What follows belongs to an exercise in optimizing a design on an open flow for small area; a production flow would make more cautious choices.
The RTL was checked by simulation tests, not by an equivalence proof against the original design.
No activity file was given, so power comes from the tool's default toggle rates.

## flow/design.v (module list and top-level ports; edited modules follow where they fit)
// module dru_fa: 4 lines
// module dru_ha: 4 lines
// module dru_gp: 4 lines
// module dru_g: 3 lines
// module decimal_rounding_unit_core: 1410 lines
module decimal_rounding_unit_core (
  input  logic        clk_i,
  input  logic        rst_ni,
  input  logic        start_i,
  output logic        busy_o,
  input  logic [50:0] in_i,
  output logic        done_o,
  output logic [48:0] result_o,
  input  logic        cfg_we_i,
  input  logic [2:0]  cfg_data_i
);
  // ...
==> flow/run.sh <==
#!/bin/bash
# synth_recipe.tcl (not shown) runs the flow's synth.tcl, then flattens the netlist and writes it again
# the make line also repeats each setting of config.mk as NAME=value (left out here)
make -C /OpenROAD-flow-scripts/flow DESIGN_CONFIG=/design/flow/config.mk WORK_HOME=/design/flow/orfs CLKGATE_MAP_FILE= SYNTH_SCRIPT=/design/flow/synth_recipe.tcl finish
==> flow/config.mk <==
export PLATFORM = sky130hd
export DESIGN_NAME = decimal_rounding_unit_core
export DESIGN_NICKNAME = decimal_rounding_unit_core
export VERILOG_FILES = /design/flow/design.v
export SDC_FILE = /design/flow/constraint.sdc
export NUM_CORES = 4
export LEC_CHECK = 0
export CAP_MARGIN = 20
export CORE_MARGIN = 2
export CORE_UTILIZATION = 40
export SETUP_SLACK_MARGIN = 0.1
export SLEW_MARGIN = 20
export SYNTH_HIERARCHICAL = 1
==> flow/constraint.sdc <==
create_clock -name core_clock -period 6.0 [get_ports {clk_i}]
set_input_delay 1.2000 -clock core_clock [delete_from_list [all_inputs] [get_ports {clk_i}]]
set_output_delay 1.2000 -clock core_clock [all_outputs]
set_load 0.01 [all_outputs]
==> impl_results.md, run 1 <==
* Status: timing/DRC/antenna clean
* Initial Utilization at 40.2%
* CTS tree: built
* Most common cell after layout, fill and taps aside: dfxtp_1
* Met2 GRT Util at between 40% and 50%
* Sw Share at between 40% and 50%
* Inverters at 91
* GRT Overall Usage at a little over a quarter
* Seq power at ~3000 uW
* Sequential Power Share at between 15 and 20%
* Synthesized cell area at slightly above 20,000 sq um
* Multi-In Gates at 1,604
* Setup WS post-layout at roughly 0.4 ns
* Final #Nets at 2,744
* WHS at 0.313 ns
* Htree depth at 1
* Achievable clock frequency at 178 MHz
* Vias in the first global route at 18,100
* Layout buffer count excluding clock buffers at 347
* IO Pins at 109
* Postcts setup bufs at 0
* Clock buffers at 38
* Routed wl met2 at 33,100 um
* Largest regs: va_v (48), vb_v (48), vc_v (48)
* Clock latency on the worst-skew pair at around 0.6 ns
* NonClk Buf Share at 11.9%
* Cell area after layout at 24,900 sq um
* Final antenna-violating net count at 0
* Post-DP Area at ~24,000 sq um
* FF/Latch Area at 5740 sq um
* Synth Area per Inst at ~9.8 sq um
* Largest class: multi-input combinational cells
* Layout cells sized above 1 at between 10% and 20%
==> run 2, diff against run 1 <==
--- a/flow/design.v
+++ b/flow/design.v
@@ -839,17 +839,17 @@
   end
   always_ff @(posedge clk_i) begin
     vb_v  <= va_v;
     vb_md <= va_md;
     vb_t  <= tsum;
   end
   wire [20:0] t = vb_t;
   logic [3:0]  m;
-  logic [21:0] km;
+  logic        par;
   logic        e;
   always_comb begin
     m = 4'd0;
     if (ks[1]) begin
       if (t[6:0] >= 7'd5) m = 4'd1;
       if (t[6:0] >= 7'd10) m = 4'd2;
       if (t[6:0] >= 7'd15) m = 4'd3;
       if (t[6:0] >= 7'd20) m = 4'd4;
@@ -917,376 +917,249 @@
       if (t[18:0] >= 19'd300000) m = 4'd6;
       if (t[18:0] >= 19'd350000) m = 4'd7;
     end
     if (ks[6]) begin
       if (t[20:0] >= 21'd500000) m = 4'd1;
       if (t[20:0] >= 21'd1000000) m = 4'd2;
       if (t[20:0] >= 21'd1500000) m = 4'd3;
     end
-    case (1'b1)
-      ks[1]: begin
-        case (m)
-          4'd0: km = 22'd0;
-          4'd1: km = 22'd5;
-          4'd2: km = 22'd10;
-          4'd3: km = 22'd15;
-          4'd4: km = 22'd20;
-          4'd5: km = 22'd25;
-          4'd6: km = 22'd30;
-          4'd7: km = 22'd35;
-          4'd8: km = 22'd40;
-          4'd9: km = 22'd45;
-          4'd10: km = 22'd50;
-          4'd11: km = 22'd55;
-          4'd12: km = 22'd60;
-          4'd13: km = 22'd65;
-          4'd14: km = 22'd70;
-          4'd15: km = 22'd75;
-          default: km = 22'd0;
-        endcase
-      end
-      ks[2]: begin
-        case (m)
-          4'd0: km = 22'd0;
-          4'd1: km = 22'd50;
-          4'd2: km = 22'd100;
-          4'd3: km = 22'd150;
-          4'd4: km = 22'd200;
-          4'd5: km = 22'd250;
-          4'd6: km = 22'd300;
-          4'd7: km = 22'd350;
-          4'd8: km = 22'd400;
-          4'd9: km = 22'd450;
-          4'd10: km = 22'd500;
-          4'd11: km = 22'd550;
-          4'd12: km = 22'd600;
-          4'd13: km = 22'd650;
-          default: km = 22'd0;
-        endcase
-      end
-      ks[3]: begin
-        case (m)
-          4'd0: km = 22'd0;
-          4'd1: km = 22'd500;
-          4'd2: km = 22'd1000;
-          4'd3: km = 22'd1500;
-          4'd4: km = 22'd2000;
-          4'd5: km = 22'd2500;
-          4'd6: km = 22'd3000;
-          4'd7: km = 22'd3500;
-          4'd8: km = 22'd4000;
-          4'd9: km = 22'd4500;
-          4'd10: km = 22'd5000;
-          4'd11: km = 22'd5500;
-          default: km = 22'd0;
-        endcase
-      end
-      ks[4]: begin
-        case (m)
-          4'd0: km = 22'd0;
-          4'd1: km = 22'd5000;
-          4'd2: km = 22'd10000;
-          4'd3: km = 22'd15000;
-          4'd4: km = 22'd20000;
-          4'd5: km = 22'd25000;
-          4'd6: km = 22'd30000;
-          4'd7: km = 22'd35000;
-          4'd8: km = 22'd40000;
-          4'd9: km = 22'd45000;
-          4'd10: km = 22'd50000;
-          4'd11: km = 22'd55000;
-          4'd12: km = 22'd60000;
-          4'd13: km = 22'd65000;
-          default: km = 22'd0;
-        endcase
-      end
-      ks[5]: begin
-        case (m)
-          4'd0: km = 22'd0;
-          4'd1: km = 22'd50000;
-          4'd2: km = 22'd100000;
-          4'd3: km = 22'd150000;
-          4'd4: km = 22'd200000;
-          4'd5: km = 22'd250000;
-          4'd6: km = 22'd300000;
-          4'd7: km = 22'd350000;
-          default: km = 22'd0;
-        endcase
-      end
-      ks[6]: begin
-        case (m)
-          4'd0: km = 22'd0;
-          4'd1: km = 22'd500000;
-          4'd2: km = 22'd1000000;
-          4'd3: km = 22'd1500000;
-          default: km = 22'd0;
-        endcase
-      end
-      default: km = 22'd0;
-    endcase
-    e = {1'd0, t} == km;
-  end
-  logic        vc_q;
-  logic [47:0] vc_v;
-  logic [20:0] vc_t;
-  logic [2:0]  vc_md;
-  logic [3:0]  vc_m;
-  logic        vc_e;
-  always_ff @(posedge clk_i or negedge rst_ni) begin
-    if (!rst_ni) vc_q <= 1'b0;
-    else vc_q <= vb_q;
-  end
-  always_ff @(posedge clk_i) begin
-    vc_v  <= vb_v;
-    vc_t  <= t;
-    vc_md <= vb_md;
-    vc_m  <= m;
-    vc_e  <= e;
+    e = 1'b0;
+    if (ks[1] && (t[6:0] == 7'd0 || t[6:0] == 7'd5 || t[6:0] == 7'd10 || t[6:0] == 7'd15 || t[6:0] == 7'd20 || t[6:0] == 7'd25 || t[6:0] == 7'd30 || t[6:0] == 7'd35 || t[6:0] == 7'd40 || t[6:0] == 7'd45 || t[6:0] == 7'd50 || t[6:0] == 7'd55 || t[6:0] == 7'd60 || t[6:0] == 7'd65 || t[6:0] == 7'd70 || t[6:0] == 7'd75)) e = 1'b1;
+    if (ks[2] && (t[9:0] == 10'd0 || t[9:0] == 10'd50 || t[9:0] == 10'd100 || t[9:0] == 10'd150 || t[9:0] == 10'd200 || t[9:0] == 10'd250 || t[9:0] == 10'd300 || t[9:0] == 10'd350 || t[9:0] == 10'd400 || t[9:0] == 10'd450 || t[9:0] == 10'd500 || t[9:0] == 10'd550 || t[9:0] == 10'd600 || t[9:0] == 10'd650)) e = 1'b1;
+    if (ks[3] && (t[12:0] == 13'd0 || t[12:0] == 13'd500 || t[12:0] == 13'd1000 || t[12:0] == 13'd1500 || t[12:0] == 13'd2000 || t[12:0] == 13'd2500 || t[12:0] == 13'd3000 || t[12:0] == 13'd3500 || t[12:0] == 13'd4000 || t[12:0] == 13'd4500 || t[12:0] == 13'd5000 || t[12:0] == 13'd5500)) e = 1'b1;
+    if (ks[4] && (t[16:0] == 17'd0 || t[16:0] == 17'd5000 || t[16:0] == 17'd10000 || t[16:0] == 17'd15000 || t[16:0] == 17'd20000 || t[16:0] == 17'd25000 || t[16:0] == 17'd30000 || t[16:0] == 17'd35000 || t[16:0] == 17'd40000 || t[16:0] == 17'd45000 || t[16:0] == 17'd50000 || t[16:0] == 17'd55000 || t[16:0] == 17'd60000 || t[16:0] == 17'd65000)) e = 1'b1;
+    if (ks[5] && (t[18:0] == 19'd0 || t[18:0] == 19'd50000 || t[18:0] == 19'd100000 || t[18:0] == 19'd150000 || t[18:0] == 19'd200000 || t[18:0] == 19'd250000 || t[18:0] == 19'd300000 || t[18:0] == 19'd350000)) e = 1'b1;
+    if (ks[6] && (t[20:0] == 21'd0 || t[20:0] == 21'd500000 || t[20:0] == 21'd1000000 || t[20:0] == 21'd1500000)) e = 1'b1;
+    par = (ks[6] & (vb_v[6] ^ t[6])) | (ks[5] & (vb_v[5] ^ t[5])) | (ks[4] & (vb_v[4] ^ t[4]))
+        | (ks[3] & (vb_v[3] ^ t[3])) | (ks[2] & (vb_v[2] ^ t[2])) | (ks[1] & (vb_v[1] ^ t[1]));
+    par = par ^ m[1];
   end
+  wire         vc_q = vb_q;
+  wire [47:0]  vc_v = vb_v;
+  wire [20:0] vc_t = t;
+  wire [2:0]   vc_md = vb_md;
+  wire [3:0]   vc_m = m;
+  wire         vc_e = e;
+  wire         vc_p = par;
   wire [47:0] w = vc_v;
   wire [20:0] wt = vc_t;
   wire [2:0] vc_j = vc_m[3:1];
   logic gt, eq, z, nz, todd, neg, above, tie, t_odd, up, ceil;
-  logic [21:0] c0, qv, cq;
+  logic [21:0] cc;
+  logic [3:0]  jc;
   always_comb begin
     gt = vc_m[0] & ~vc_e;
     eq = vc_m[0] & vc_e;
     z  = ~vc_m[0] & vc_e;
     nz = ~z;
-    todd = (ks[6] & (w[6] ^ wt[6])) | (ks[5] & (w[5] ^ wt[5])) | (ks[4] & (w[4] ^ wt[4]))
-         | (ks[3] & (w[3] ^ wt[3])) | (ks[2] & (w[2] ^ wt[2])) | (ks[1] & (w[1] ^ wt[1]));
-    todd = todd ^ vc_j[0];
+    todd = vc_p;
     neg = w[47];
     above = neg ? (nz & ~gt & ~eq) : gt;
     tie   = eq;
     t_odd = todd ^ neg;
     case (vc_md)
       3'd0: up = nz;
       3'd1: up = 1'b0;
       3'd2: up = above | (tie & ~neg);
       3'd3: up = above | tie;
       3'd4: up = above | (tie & neg);
       3'd5: up = above;
       default: up = above | (tie & t_odd);
     endcase
     ceil = nz & (up ^ neg);
+    jc = {1'b0, vc_j} + {3'd0, ceil};
     case (1'b1)
       ks[1]: begin
-        case (vc_j)
-          3'd0: c0 = 22'd0;
-          3'd1: c0 = 22'd10;
-          3'd2: c0 = 22'd20;
-          3'd3: c0 = 22'd30;
-          3'd4: c0 = 22'd40;
-          3'd5: c0 = 22'd50;
-          3'd6: c0 = 22'd60;
-          3'd7: c0 = 22'd70;
-          default: c0 = 22'd0;
+        case (jc)
+          4'd0: cc = 22'd0;
+          4'd1: cc = 22'd10;
+          4'd2: cc = 22'd20;
+          4'd3: cc = 22'd30;
+          4'd4: cc = 22'd40;
+          4'd5: cc = 22'd50;
+          4'd6: cc = 22'd60;
+          4'd7: cc = 22'd70;
+          4'd8: cc = 22'd80;
+          default: cc = 22'd0;
         endcase
       end
       ks[2]: begin
-        case (vc_j)
-          3'd0: c0 = 22'd0;
-          3'd1: c0 = 22'd100;
-          3'd2: c0 = 22'd200;
-          3'd3: c0 = 22'd300;
-          3'd4: c0 = 22'd400;
-          3'd5: c0 = 22'd500;
-          3'd6: c0 = 22'd600;
-          default: c0 = 22'd0;
+        case (jc)
+          4'd0: cc = 22'd0;
+          4'd1: cc = 22'd100;
+          4'd2: cc = 22'd200;
+          4'd3: cc = 22'd300;
+          4'd4: cc = 22'd400;
+          4'd5: cc = 22'd500;
+          4'd6: cc = 22'd600;
+          4'd7: cc = 22'd700;
+          default: cc = 22'd0;
         endcase
       end
       ks[3]: begin
-        case (vc_j)
-          3'd0: c0 = 22'd0;
-          3'd1: c0 = 22'd1000;
-          3'd2: c0 = 22'd2000;
-          3'd3: c0 = 22'd3000;
-          3'd4: c0 = 22'd4000;
-          3'd5: c0 = 22'd5000;
-          default: c0 = 22'd0;
+        case (jc)
+          4'd0: cc = 22'd0;
+          4'd1: cc = 22'd1000;
+          4'd2: cc = 22'd2000;
+          4'd3: cc = 22'd3000;
+          4'd4: cc = 22'd4000;
+          4'd5: cc = 22'd5000;
+          4'd6: cc = 22'd6000;
+          default: cc = 22'd0;
         endcase
       end
       ks[4]: begin
-        case (vc_j)
-          3'd0: c0 = 22'd0;
-          3'd1: c0 = 22'd10000;
-          3'd2: c0 = 22'd20000;
-          3'd3: c0 = 22'd30000;
-          3'd4: c0 = 22'd40000;
-          3'd5: c0 = 22'd50000;
-          3'd6: c0 = 22'd60000;
-          default: c0 = 22'd0;
+        case (jc)
+          4'd0: cc = 22'd0;
+          4'd1: cc = 22'd10000;
+          4'd2: cc = 22'd20000;
+          4'd3: cc = 22'd30000;
+          4'd4: cc = 22'd40000;
+          4'd5: cc = 22'd50000;
+          4'd6: cc = 22'd60000;
+          4'd7: cc = 22'd70000;
+          default: cc = 22'd0;
         endcase
       end
       ks[5]: begin
-        case (vc_j)
-          3'd0: c0 = 22'd0;
-          3'd1: c0 = 22'd100000;
-          3'd2: c0 = 22'd200000;
-          3'd3: c0 = 22'd300000;
-          default: c0 = 22'd0;
+        case (jc)
+          4'd0: cc = 22'd0;
+          4'd1: cc = 22'd100000;
+          4'd2: cc = 22'd200000;
+          4'd3: cc = 22'd300000;
+          4'd4: cc = 22'd400000;
+          default: cc = 22'd0;
         endcase
       end
       ks[6]: begin
-        case (vc_j)
-          3'd0: c0 = 22'd0;
-          3'd1: c0 = 22'd1000000;
-          default: c0 = 22'd0;
+        case (jc)
+          4'd0: cc = 22'd0;
+          4'd1: cc = 22'd1000000;
+          4'd2: cc = 22'd2000000;
+          default: cc = 22'd0;
         endcase
       end
-      default: c0 = 22'd0;
+      default: cc = 22'd0;
     endcase
-    qv = ({22{ks[6]}} & 22'd1000000) | ({22{ks[5]}} & 22'd100000) | ({22{ks[4]}} & 22'd10000)
-       | ({22{ks[3]}} & 22'd1000) | ({22{ks[2]}} & 22'd100) | ({22{ks[1]}} & 22'd10);
-    cq = qv & {22{ceil}};
   end
   logic [23:0] xa, xb;
   wire s3_1, s3_2;
-  dru_fa u_s3_1 (.a(w[0]), .b(c0[0]), .c(~wt[0]), .s(s3_1), .co(s3_2));
+  dru_fa u_s3_1 (.a(w[0]), .b(cc[0]), .c(~wt[0]), .s(s3_1), .co(s3_2));
   wire s3_3, s3_4;
-  dru_fa u_s3_3 (.a(w[1]), .b(c0[1]), .c(~wt[1]), .s(s3_3), .co(s3_4));
+  dru_fa u_s3_3 (.a(w[1]), .b(cc[1]), .c(~wt[1]), .s(s3_3), .co(s3_4));
   wire s3_5, s3_6;
-  dru_fa u_s3_5 (.a(w[2]), .b(c0[2]), .c(~wt[2]), .s(s3_5), .co(s3_6));
+  dru_fa u_s3_5 (.a(w[2]), .b(cc[2]), .c(~wt[2]), .s(s3_5), .co(s3_6));
   wire s3_7, s3_8;
-  dru_fa u_s3_7 (.a(w[3]), .b(c0[3]), .c(~wt[3]), .s(s3_7), .co(s3_8));
+  dru_fa u_s3_7 (.a(w[3]), .b(cc[3]), .c(~wt[3]), .s(s3_7), .co(s3_8));
   wire s3_9, s3_10;
-  dru_fa u_s3_9 (.a(w[4]), .b(c0[4]), .c(~wt[4]), .s(s3_9), .co(s3_10));
+  dru_fa u_s3_9 (.a(w[4]), .b(cc[4]), .c(~wt[4]), .s(s3_9), .co(s3_10));
   wire s3_11, s3_12;
-  dru_fa u_s3_11 (.a(w[5]), .b(c0[5]), .c(~wt[5]), .s(s3_11), .co(s3_12));
+  dru_fa u_s3_11 (.a(w[5]), .b(cc[5]), .c(~wt[5]), .s(s3_11), .co(s3_12));
   wire s3_13, s3_14;
-  dru_fa u_s3_13 (.a(w[6]), .b(c0[6]), .c(~wt[6]), .s(s3_13), .co(s3_14));
+  dru_fa u_s3_13 (.a(w[6]), .b(cc[6]), .c(~wt[6]), .s(s3_13), .co(s3_14));
   wire s3_15, s3_16;
-  dru_fa u_s3_15 (.a(w[7]), .b(c0[7]), .c(~wt[7]), .s(s3_15), .co(s3_16));
+  dru_fa u_s3_15 (.a(w[7]), .b(cc[7]), .c(~wt[7]), .s(s3_15), .co(s3_16));
   wire s3_17, s3_18;
-  dru_fa u_s3_17 (.a(w[8]), .b(c0[8]), .c(~wt[8]), .s(s3_17), .co(s3_18));
+  dru_fa u_s3_17 (.a(w[8]), .b(cc[8]), .c(~wt[8]), .s(s3_17), .co(s3_18));
   wire s3_19, s3_20;
-  dru_fa u_s3_19 (.a(w[9]), .b(c0[9]), .c(~wt[9]), .s(s3_19), .co(s3_20));
+  dru_fa u_s3_19 (.a(w[9]), .b(cc[9]), .c(~wt[9]), .s(s3_19), .co(s3_20));
   wire s3_21, s3_22;
-  dru_fa u_s3_21 (.a(w[10]), .b(c0[10]), .c(~wt[10]), .s(s3_21), .co(s3_22));
+  dru_fa u_s3_21 (.a(w[10]), .b(cc[10]), .c(~wt[10]), .s(s3_21), .co(s3_22));
   wire s3_23, s3_24;
-  dru_fa u_s3_23 (.a(w[11]), .b(c0[11]), .c(~wt[11]), .s(s3_23), .co(s3_24));
+  dru_fa u_s3_23 (.a(w[11]), .b(cc[11]), .c(~wt[11]), .s(s3_23), .co(s3_24));
   wire s3_25, s3_26;
-  dru_fa u_s3_25 (.a(w[12]), .b(c0[12]), .c(~wt[12]), .s(s3_25), .co(s3_26));
+  dru_fa u_s3_25 (.a(w[12]), .b(cc[12]), .c(~wt[12]), .s(s3_25), .co(s3_26));
   wire s3_27, s3_28;
-  dru_fa u_s3_27 (.a(w[13]), .b(c0[13]), .c(~wt[13]), .s(s3_27), .co(s3_28));
+  dru_fa u_s3_27 (.a(w[13]), .b(cc[13]), .c(~wt[13]), .s(s3_27), .co(s3_28));
   wire s3_29, s3_30;
-  dru_fa u_s3_29 (.a(w[14]), .b(c0[14]), .c(~wt[14]), .s(s3_29), .co(s3_30));
+  dru_fa u_s3_29 (.a(w[14]), .b(cc[14]), .c(~wt[14]), .s(s3_29), .co(s3_30));
   wire s3_31, s3_32;
-  dru_fa u_s3_31 (.a(w[15]), .b(c0[15]), .c(~wt[15]), .s(s3_31), .co(s3_32));
+  dru_fa u_s3_31 (.a(w[15]), .b(cc[15]), .c(~wt[15]), .s(s3_31), .co(s3_32));
   wire s3_33, s3_34;
-  dru_fa u_s3_33 (.a(w[16]), .b(c0[16]), .c(~wt[16]), .s(s3_33), .co(s3_34));
+  dru_fa u_s3_33 (.a(w[16]), .b(cc[16]), .c(~wt[16]), .s(s3_33), .co(s3_34));
   wire s3_35, s3_36;
-  dru_fa u_s3_35 (.a(w[17]), .b(c0[17]), .c(~wt[17]), .s(s3_35), .co(s3_36));
+  dru_fa u_s3_35 (.a(w[17]), .b(cc[17]), .c(~wt[17]), .s(s3_35), .co(s3_36));
   wire s3_37, s3_38;
-  dru_fa u_s3_37 (.a(w[18]), .b(c0[18]), .c(~wt[18]), .s(s3_37), .co(s3_38));
+  dru_fa u_s3_37 (.a(w[18]), .b(cc[18]), .c(~wt[18]), .s(s3_37), .co(s3_38));
   wire s3_39, s3_40;
-  dru_fa u_s3_39 (.a(w[19]), .b(c0[19]), .c(~wt[19]), .s(s3_39), .co(s3_40));
+  dru_fa u_s3_39 (.a(w[19]), .b(cc[19]), .c(~wt[19]), .s(s3_39), .co(s3_40));
   wire s3_41, s3_42;
-  dru_fa u_s3_41 (.a(w[20]), .b(c0[20]), .c(~wt[20]), .s(s3_41), .co(s3_42));
+  dru_fa u_s3_41 (.a(w[20]), .b(cc[20]), .c(~wt[20]), .s(s3_41), .co(s3_42));
   wire s3_43, s3_44;
-  dru_fa u_s3_43 (.a(w[21]), .b(c0[21]), .c(1'b1), .s(s3_43), .co(s3_44));
-  wire s3_45, s3_46;
-  dru_ha u_s3_45 (.a(s3_1), .b(cq[0]), .s(s3_45), .co(s3_46));
-  wire s3_47, s3_48;
-  dru_fa u_s3_47 (.a(s3_2), .b(s3_3), .c(cq[1]), .s(s3_47), .co(s3_48));
-  wire s3_49, s3_50;
-  dru_fa u_s3_49 (.a(s3_4), .b(s3_5), .c(cq[2]), .s(s3_49), .co(s3_50));
-  wire s3_51, s3_52;
-  dru_fa u_s3_51 (.a(s3_6), .b(s3_7), .c(cq[3]), .s(s3_51), .co(s3_52));
-  wire s3_53, s3_54;
-  dru_fa u_s3_53 (.a(s3_8), .b(s3_9), .c(cq[4]), .s(s3_53), .co(s3_54));
-  wire s3_55, s3_56;
-  dru_fa u_s3_55 (.a(s3_10), .b(s3_11), .c(cq[5]), .s(s3_55), .co(s3_56));
-  wire s3_57, s3_58;
-  dru_fa u_s3_57 (.a(s3_12), .b(s3_13), .c(cq[6]), .s(s3_57), .co(s3_58));
-  wire s3_59, s3_60;
-  dru_fa u_s3_59 (.a(s3_14), .b(s3_15), .c(cq[7]), .s(s3_59), .co(s3_60));
-  wire s3_61, s3_62;
-  dru_fa u_s3_61 (.a(s3_16), .b(s3_17), .c(cq[8]), .s(s3_61), .co(s3_62));
-  wire s3_63, s3_64;
-  dru_fa u_s3_63 (.a(s3_18), .b(s3_19), .c(cq[9]), .s(s3_63), .co(s3_64));
-  wire s3_65, s3_66;
-  dru_fa u_s3_65 (.a(s3_20), .b(s3_21), .c(cq[10]), .s(s3_65), .co(s3_66));
-  wire s3_67, s3_68;
-  dru_fa u_s3_67 (.a(s3_22), .b(s3_23), .c(cq[11]), .s(s3_67), .co(s3_68));
-  wire s3_69, s3_70;
-  dru_fa u_s3_69 (.a(s3_24), .b(s3_25), .c(cq[12]), .s(s3_69), .co(s3_70));
-  wire s3_71, s3_72;
-  dru_fa u_s3_71 (.a(s3_26), .b(s3_27), .c(cq[13]), .s(s3_71), .co(s3_72));
-  wire s3_73, s3_74;
-  dru_fa u_s3_73 (.a(s3_28), .b(s3_29), .c(cq[14]), .s(s3_73), .co(s3_74));
-  wire s3_75, s3_76;
-  dru_fa u_s3_75 (.a(s3_30), .b(s3_31), .c(cq[15]), .s(s3_75), .co(s3_76));
-  wire s3_77, s3_78;
-  dru_fa u_s3_77 (.a(s3_32), .b(s3_33), .c(cq[16]), .s(s3_77), .co(s3_78));
-  wire s3_79, s3_80;
-  dru_fa u_s3_79 (.a(s3_34), .b(s3_35), .c(cq[17]), .s(s3_79), .co(s3_80));
-  wire s3_81, s3_82;
-  dru_fa u_s3_81 (.a(s3_36), .b(s3_37), .c(cq[18]), .s(s3_81), .co(s3_82));
-  wire s3_83, s3_84;
-  dru_fa u_s3_83 (.a(s3_38), .b(s3_39), .c(cq[19]), .s(s3_83), .co(s3_84));
-  wire s3_85, s3_86;
-  dru_fa u_s3_85 (.a(s3_40), .b(s3_41), .c(cq[20]), .s(s3_85), .co(s3_86));
-  wire s3_87, s3_88;
-  dru_fa u_s3_87 (.a(s3_42), .b(s3_43), .c(cq[21]), .s(s3_87), .co(s3_88));
-  wire s3_89, s3_90;
-  dru_ha u_s3_89 (.a(s3_44), .b(1'b1), .s(s3_89), .co(s3_90));
-  assign xa = {1'b1, s3_89, s3_87, s3_85, s3_83, s3_81, s3_79, s3_77, s3_75, s3_73, s3_71, s3_69, s3_67, s3_65, s3_63, s3_61, s3_59, s3_57, s3_55, s3_53, s3_51, s3_49, s3_47, s3_45};
-  assign xb = {s3_90, s3_88, s3_86, s3_84, s3_82, s3_80, s3_78, s3_76, s3_74, s3_72, s3_70, s3_68, s3_66, s3_64, s3_62, s3_60, s3_58, s3_56, s3_54, s3_52, s3_50, s3_48, s3_46, 1'b0};
+  dru_fa u_s3_43 (.a(w[21]), .b(cc[21]), .c(1'b1), .s(s3_43), .co(s3_44));
+  assign xa = {1'b1, 1'b1, s3_43, s3_41, s3_39, s3_37, s3_35, s3_33, s3_31, s3_29, s3_27, s3_25, s3_23, s3_21, s3_19, s3_17, s3_15, s3_13, s3_11, s3_9, s3_7, s3_5, s3_3, s3_1};
+  assign xb = {1'b0, s3_44, s3_42, s3_40, s3_38, s3_36, s3_34, s3_32, s3_30, s3_28, s3_26, s3_24, s3_22, s3_20, s3_18, s3_16, s3_14, s3_12, s3_10, s3_8, s3_6, s3_4, s3_2, 1'b0};
+  wire ovfi = (w[47:22] == 26'h1ffffff);
+  wire ovfd = (w[47:22] == 26'h2000000);
+  logic        vd_q;
+  logic [23:0] vd_xa;
+  logic [23:1] vd_xb;
+  logic [25:0] vd_hi;
+  logic        vd_oi, vd_od;
+  always_ff @(posedge clk_i or negedge rst_ni) begin
+    if (!rst_ni) vd_q <= 1'b0;
+    else vd_q <= vc_q;
+  end
+  always_ff @(posedge clk_i) begin
+    vd_xa <= xa;
+    vd_xb <= xb[23:1];
+    vd_hi <= w[47:22];
+    vd_oi <= ovfi;
+    vd_od <= ovfd;
+  end
   wire [23:0] xsum;
   wire s4_1, s4_2;
-  dru_ha u_s4_1 (.a(xa[1]), .b(xb[1]), .s(s4_1), .co(s4_2));
+  dru_ha u_s4_1 (.a(vd_xa[1]), .b(vd_xb[1]), .s(s4_1), .co(s4_2));
   wire s4_3, s4_4;
-  dru_ha u_s4_3 (.a(xa[2]), .b(xb[2]), .s(s4_3), .co(s4_4));
+  dru_ha u_s4_3 (.a(vd_xa[2]), .b(vd_xb[2]), .s(s4_3), .co(s4_4));
   wire s4_5, s4_6;
-  dru_ha u_s4_5 (.a(xa[3]), .b(xb[3]), .s(s4_5), .co(s4_6));
+  dru_ha u_s4_5 (.a(vd_xa[3]), .b(vd_xb[3]), .s(s4_5), .co(s4_6));
   wire s4_7, s4_8;
-  dru_ha u_s4_7 (.a(xa[4]), .b(xb[4]), .s(s4_7), .co(s4_8));
+  dru_ha u_s4_7 (.a(vd_xa[4]), .b(vd_xb[4]), .s(s4_7), .co(s4_8));
   wire s4_9, s4_10;
-  dru_ha u_s4_9 (.a(xa[5]), .b(xb[5]), .s(s4_9), .co(s4_10));
+  dru_ha u_s4_9 (.a(vd_xa[5]), .b(vd_xb[5]), .s(s4_9), .co(s4_10));
   wire s4_11, s4_12;
-  dru_ha u_s4_11 (.a(xa[6]), .b(xb[6]), .s(s4_11), .co(s4_12));
+  dru_ha u_s4_11 (.a(vd_xa[6]), .b(vd_xb[6]), .s(s4_11), .co(s4_12));
   wire s4_13, s4_14;
-  dru_ha u_s4_13 (.a(xa[7]), .b(xb[7]), .s(s4_13), .co(s4_14));
+  dru_ha u_s4_13 (.a(vd_xa[7]), .b(vd_xb[7]), .s(s4_13), .co(s4_14));
   wire s4_15, s4_16;
-  dru_ha u_s4_15 (.a(xa[8]), .b(xb[8]), .s(s4_15), .co(s4_16));
+  dru_ha u_s4_15 (.a(vd_xa[8]), .b(vd_xb[8]), .s(s4_15), .co(s4_16));
   wire s4_17, s4_18;
-  dru_ha u_s4_17 (.a(xa[9]), .b(xb[9]), .s(s4_17), .co(s4_18));
+  dru_ha u_s4_17 (.a(vd_xa[9]), .b(vd_xb[9]), .s(s4_17), .co(s4_18));
   wire s4_19, s4_20;
-  dru_ha u_s4_19 (.a(xa[10]), .b(xb[10]), .s(s4_19), .co(s4_20));
+  dru_ha u_s4_19 (.a(vd_xa[10]), .b(vd_xb[10]), .s(s4_19), .co(s4_20));
   wire s4_21, s4_22;
-  dru_ha u_s4_21 (.a(xa[11]), .b(xb[11]), .s(s4_21), .co(s4_22));
+  dru_ha u_s4_21 (.a(vd_xa[11]), .b(vd_xb[11]), .s(s4_21), .co(s4_22));
   wire s4_23, s4_24;
-  dru_ha u_s4_23 (.a(xa[12]), .b(xb[12]), .s(s4_23), .co(s4_24));
+  dru_ha u_s4_23 (.a(vd_xa[12]), .b(vd_xb[12]), .s(s4_23), .co(s4_24));
   wire s4_25, s4_26;
-  dru_ha u_s4_25 (.a(xa[13]), .b(xb[13]), .s(s4_25), .co(s4_26));
+  dru_ha u_s4_25 (.a(vd_xa[13]), .b(vd_xb[13]), .s(s4_25), .co(s4_26));
   wire s4_27, s4_28;
-  dru_ha u_s4_27 (.a(xa[14]), .b(xb[14]), .s(s4_27), .co(s4_28));
+  dru_ha u_s4_27 (.a(vd_xa[14]), .b(vd_xb[14]), .s(s4_27), .co(s4_28));
   wire s4_29, s4_30;
-  dru_ha u_s4_29 (.a(xa[15]), .b(xb[15]), .s(s4_29), .co(s4_30));
+  dru_ha u_s4_29 (.a(vd_xa[15]), .b(vd_xb[15]), .s(s4_29), .co(s4_30));
   wire s4_31, s4_32;
-  dru_ha u_s4_31 (.a(xa[16]), .b(xb[16]), .s(s4_31), .co(s4_32));
+  dru_ha u_s4_31 (.a(vd_xa[16]), .b(vd_xb[16]), .s(s4_31), .co(s4_32));
   wire s4_33, s4_34;
-  dru_ha u_s4_33 (.a(xa[17]), .b(xb[17]), .s(s4_33), .co(s4_34));
+  dru_ha u_s4_33 (.a(vd_xa[17]), .b(vd_xb[17]), .s(s4_33), .co(s4_34));
   wire s4_35, s4_36;
-  dru_ha u_s4_35 (.a(xa[18]), .b(xb[18]), .s(s4_35), .co(s4_36));
+  dru_ha u_s4_35 (.a(vd_xa[18]), .b(vd_xb[18]), .s(s4_35), .co(s4_36));
   wire s4_37, s4_38;
-  dru_ha u_s4_37 (.a(xa[19]), .b(xb[19]), .s(s4_37), .co(s4_38));
+  dru_ha u_s4_37 (.a(vd_xa[19]), .b(vd_xb[19]), .s(s4_37), .co(s4_38));
   wire s4_39, s4_40;
-  dru_ha u_s4_39 (.a(xa[20]), .b(xb[20]), .s(s4_39), .co(s4_40));
+  dru_ha u_s4_39 (.a(vd_xa[20]), .b(vd_xb[20]), .s(s4_39), .co(s4_40));
   wire s4_41, s4_42;
-  dru_ha u_s4_41 (.a(xa[21]), .b(xb[21]), .s(s4_41), .co(s4_42));
+  dru_ha u_s4_41 (.a(vd_xa[21]), .b(vd_xb[21]), .s(s4_41), .co(s4_42));
   wire s4_43, s4_44;
-  dru_ha u_s4_43 (.a(xa[22]), .b(xb[22]), .s(s4_43), .co(s4_44));
+  dru_ha u_s4_43 (.a(vd_xa[22]), .b(vd_xb[22]), .s(s4_43), .co(s4_44));
   wire s4_45, s4_46;
-  dru_ha u_s4_45 (.a(xa[23]), .b(xb[23]), .s(s4_45), .co(s4_46));
+  dru_ha u_s4_45 (.a(vd_xa[23]), .b(vd_xb[23]), .s(s4_45), .co(s4_46));
   wire s4_47, s4_48;
-  dru_gp u_s4_47 (.g1(1'b0), .p1(xa[0]), .g0(1'b1), .p0(1'b0), .g(s4_47), .p(s4_48));
+  dru_gp u_s4_47 (.g1(1'b0), .p1(vd_xa[0]), .g0(1'b1), .p0(1'b0), .g(s4_47), .p(s4_48));
   wire s4_49, s4_50;
   dru_gp u_s4_49 (.g1(s4_4), .p1(s4_3), .g0(s4_2), .p0(s4_1), .g(s4_49), .p(s4_50));
   wire s4_51, s4_52;
   dru_gp u_s4_51 (.g1(s4_8), .p1(s4_7), .g0(s4_6), .p0(s4_5), .g(s4_51), .p(s4_52));
   wire s4_53, s4_54;
   dru_gp u_s4_53 (.g1(s4_12), .p1(s4_11), .g0(s4_10), .p0(s4_9), .g(s4_53), .p(s4_54));
   wire s4_55, s4_56;
   dru_gp u_s4_55 (.g1(s4_16), .p1(s4_15), .g0(s4_14), .p0(s4_13), .g(s4_55), .p(s4_56));
@@ -1359,17 +1232,17 @@
   wire s4_123;
   dru_g u_s4_123 (.g1(s4_34), .p1(s4_33), .g0(s4_103), .g(s4_123));
   wire s4_125;
   dru_g u_s4_125 (.g1(s4_38), .p1(s4_37), .g0(s4_95), .g(s4_125));
   wire s4_127;
   dru_g u_s4_127 (.g1(s4_42), .p1(s4_41), .g0(s4_105), .g(s4_127));
   wire s4_129;
   dru_g u_s4_129 (.g1(s4_46), .p1(s4_45), .g0(s4_91), .g(s4_129));
-  wire s4_131 = xa[0] ^ 1'b1;
+  wire s4_131 = vd_xa[0] ^ 1'b1;
   wire s4_132 = s4_1 ^ s4_47;
   wire s4_133 = s4_3 ^ s4_107;
   wire s4_134 = s4_5 ^ s4_71;
   wire s4_135 = s4_7 ^ s4_109;
   wire s4_136 = s4_9 ^ s4_97;
   wire s4_137 = s4_11 ^ s4_111;
   wire s4_138 = s4_13 ^ s4_83;
   wire s4_139 = s4_15 ^ s4_113;
@@ -1384,32 +1257,17 @@
   wire s4_148 = s4_33 ^ s4_103;
   wire s4_149 = s4_35 ^ s4_123;
   wire s4_150 = s4_37 ^ s4_95;
   wire s4_151 = s4_39 ^ s4_125;
   wire s4_152 = s4_41 ^ s4_105;
   wire s4_153 = s4_43 ^ s4_127;
   wire s4_154 = s4_45 ^ s4_91;
   assign xsum = {s4_154, s4_153, s4_152, s4_151, s4_150, s4_149, s4_148, s4_147, s4_146, s4_145, s4_144, s4_143, s4_142, s4_141, s4_140, s4_139, s4_138, s4_137, s4_136, s4_135, s4_134, s4_133, s4_132, s4_131};
-  wire ovfi = (w[47:22] == 26'h1ffffff);
-  wire ovfd = (w[47:22] == 26'h2000000);
-  logic        vd_q;
-  logic [23:0] vd_x;
-  logic [25:0] vd_hi;
-  logic        vd_oi, vd_od;
-  always_ff @(posedge clk_i or negedge rst_ni) begin
-    if (!rst_ni) vd_q <= 1'b0;
-    else vd_q <= vc_q;
-  end
-  always_ff @(posedge clk_i) begin
-    vd_x  <= xsum;
-    vd_hi <= w[47:22];
-    vd_oi <= ovfi;
-    vd_od <= ovfd;
-  end
+  wire [23:0] vd_x = xsum;
   logic [25:0] inc, dec, rh;
   logic [25:0] pi, pd;
   logic        ovf;
   always_comb begin
     pi[0] = 1'b1;
     pd[0] = 1'b1;
     for (int i = 1; i < 26; i++) begin
       pi[i] = pi[i-1] & vd_hi[i-1];
--- a/flow/config.mk
+++ b/flow/config.mk
@@ -3,11 +3,12 @@
 export DESIGN_NICKNAME = decimal_rounding_unit_core
 export VERILOG_FILES = /design/flow/design.v
 export SDC_FILE = /design/flow/constraint.sdc
 export NUM_CORES = 4
 export LEC_CHECK = 0
 export CAP_MARGIN = 20
 export CORE_MARGIN = 2
 export CORE_UTILIZATION = 40
+export GPL_TIMING_DRIVEN = 0
 export SETUP_SLACK_MARGIN = 0.1
 export SLEW_MARGIN = 20
 export SYNTH_HIERARCHICAL = 1
==> run 2 against run 1 <==
Against the previous run:
- now fails the layout checks on negative setup slack
- fmax decreased by 6.9%
- sequential cell count decreased by 62
- clock skew increased by 0.0058 ns
- die area decreased by 12%
- via count decreased by 8.6%
- total power decreased by 4.8%
- critical endpoint is now result_o[46]
- cell count decreased by 13%
- combinational power increased by 4%
==> impl_results.md, run 2 <==
* Status: finished with violations
* Fail Reasons: negative setup slack
* Cells after synthesis at 1,875
* GRT Overall Usage at 30.1% (+3.7 points)
* Crit Path Class: reg -> out
* CTS Buf Count at 24
* Initial antenna violation count at 5
* Maximum vdd drop at 0.678 mV
* Layout area overhead at 22.7%
* Hold Crit Class: reg -> reg
* CP Launch Type: flip-flop
* Clk_skew at 0.0243 ns
* Largest net degree at the start of global routing at 15
* Worst hold path cell count at 0
* Largest regs: va_v (48), vb_v (48), vd_hi (26)
* Reg2reg setup slack at 0.26 ns
* FILL cells at 4,220
* Reg2Reg Depth at 22
* Slew of the pin with the lowest slew margin at between 1 and 1.5 ns
* Vias in the first global route at 16,300 (-10%)
* Achievable clock frequency at 166 MHz (-6.9%)
* Die ar. at 46,800 sq um
* Bufs on Longest Clock Path at 3
* Yosys warnings at 7
* Worst EP arrival at 4.82 ns
* Port bufs at 106
* Hold Buf Count CTS at 0
* Clock Sinks at 222
* Routed WL at between 70,000 and 80,000 um
* Power per Cell Area at 651 nW/um^2
* Tcrit/Tclk final at 100%
* Crit-path max FO at 5
* Die width at 216 um
* Synthesized cell area at 18,000 sq um (-12%)
* FF/Latch Area at 4510 sq um (-21%)
* Clock latency on the worst-skew pair at 0.54 ns (-0.05 ns)
* First-pass GRT wire length at 106,000 um
* Htree depth at 1 (unchanged)
* Max-slew violations at 0
* Critical path startpoint: vd_xa[4]
* Vias at between 15,000 and 20,000
* Leakage at roughly 0.01 uW
* Worst reg2reg endpoint: vd_xa[9]
* Core area at 44,300 sq um
* Routed len/inst at 26.7 um
* RSZ-0062 raised after global routing: yes
* CP Capture Type: output pin
* Std-Cell Rows at 77
* Post-layout minimum cycle time at between 6 and 7 ns
* IO Pins at 109 (unchanged)
* Final #Nets at 2,408 (-12%)
* Layout cells sized above 1 at 16.6% (+2.5 points)
* Most common cell after layout, fill and taps aside: dfxtp_1
* Number of vias per cell at 6.04
* WP data required at around 4.8 ns
* Non-filler instance count after layout at ~2,700
* Final antenna-violating net count at 0 (unchanged)
* Hpwl dp at 57,200 um
* Post-Place Worst Slack at -1.55 ns
* DP Cell Count at 2,592
* Setup WS post-layout at -0.0215 ns (-0.415 ns)
* Die Span Y at approximately 220 um
* Reg2reg start: vb_t[4]
* 1st-pass router iterations at 5
* CTS tree: built
* Multi-input logic area at 13,700 sq um
* # setup viols final at 2
* Crit path capture: result_o[46]
* Clock Root Buffer: clkbuf_16
* Initial DRC count at 1,607
* Initial Utilization at 40.7% (+0.43 points)
* Slew headroom at 31.3%
* DRC Markers at 0
* CTS clk-pin slew, worst paths at 0.06 ns
* Final Hold Fails at 0
* Most frequent cells in the layout: 203 x dfxtp_1, 196 x fa_1, 128 x a21o_1
* Max-Cap Viols at 0
* RePlAce Congestion at 0.975
* Global route overflow at 0
* Synth Area per Inst at 9.61 sq um (-2.2%)
-- run 2: how the worst min path moves through the flow --
| stage | startpoint | end |
|---|---|---|
| 4_1_cts | va_v[39] | vb_v[39] |
| 6_report | va_v[39] | vb_v[39] |
| 2_1_floorplan | va_md[0] | vb_md[0] |
| 3_3_place_gp | va_v[21] | vb_v[21] |
| 5_1_grt | va_v[21] | vb_v[21] |
| 3_5_place_dp | va_v[20] | vb_v[20] |
-- run 2: worst max-delay path, stage by stage, from the launching register on --
cell and delay [ns]:
dfxtp_1 0.36, ha_4 0.22, a21o_1 0.17, a21o_1 0.18, a21o_1 0.19, a21o_1 0.22
a21o_1 0.22, a21o_1 0.21, a21o_4 0.22, xor2_4 0.22, nand4b_4 0.14, or3_4 0.35
or3_4 0.34, buf_6 0.13, or4_4 0.50, mux2i_2 0.18, xor2_1 0.18, a21o_1 0.12
buf_2 0.12
-- run 2: metrics by stage --
stage / utilization (%) / hold slack (ns) / instance area (sq um) / setup TNS, ns / total power, uW
5_1_grt: 49.9 / 0.331 / 22100 / -0.502 / 15400
3_5_place_dp: 44.9 / 0.312 / 19900 / -46.19 / 11800
4_1_cts: 48.5 / 0.326 / 21500 / 0 / 14000
6_report: 49.9 / 0.326 / 22100 / -0.0216 / 14400
3_3_place_gp: 44.9 / 0.310 / 19900 / -52.91 / 11800
2_1_floorplan: - / 0.310 / 18100 / 0 / 8470
-- run 2: area by class of cell --
class	instances	area share, %
Timing Repair Buffer	139	5.82
Tap cell	592	3.35
Buffer	120	3.70
Inverter	67	1.20
Clock inverter	14	0.911
Antenna cell	2	0.0226
Multi-Input combinational cell	1482	61.7
Clock buffer	29	2.89
Sequential cell	222	20.4
-- run 2: power breakdown --
group / switching [uW] / leakage, uW / internal [uW]
clock network: 632 / 0.000417 / 943
logic: 6100 / 0.00741 / 4510
registers: 308 / 0.00191 / 1910
total: 7040 / 0.00974 / 7360
-- run 2: repair_timing --
action,CTS,global route
resized for setup,179,209
setup endpoints to repair,101,79
buffers inserted,19,13
pin swaps,27,43
-- run 2: layer usage --
metal  part of all wire [%]  track usage (%)  up-vias  routed length [um]
met4                    4.4             11.3        2                3160
met1                     42             41.2     8000               30200
li1                       -                -     7109                   -
met5                  0.014                0        -                  10
met3                    8.3             5.95      178                5890
met2                     45             47.2      826               32100

-- re-timing with driven ports --
How much do the figures lean on ideal ports? The routed layouts below were timed once more, with nothing changed but the port constraints. Step 1 assumes that a clkbuf_16 drives the clock port and a buf_2 every other input. Step 2 adds t to the input delays and takes it off the output delays; t is the mean of the earliest and latest rising clock arrival at the registers after step 1. Input paths then give back, and output paths get back, about the clock's delay inside the block. a / b / c = ideal ports / drivers / drivers and shift; a / b = the first two.
run | t, ns | setup slack, ns | latest minus earliest clock arrival (ns) | slew at the worst register clock pin (ns) | worst slew at a driven data input, ns
run 1 | 0.636 | 0.394 / 0.394 / -0.044 | 0.021 / 0.020 | 0.08 / 0.08 | 0.06
run 2 | 0.589 | -0.021 / -0.080 / -0.299 | 0.025 / 0.024 | 0.08 / 0.08 | 0.05
Met with ideal ports but missed after step 2: setup timing in run 1. For run 1, which loses most, drivers alone change the setup slack by 0.000 ns; drivers and shift together by -0.438 ns.
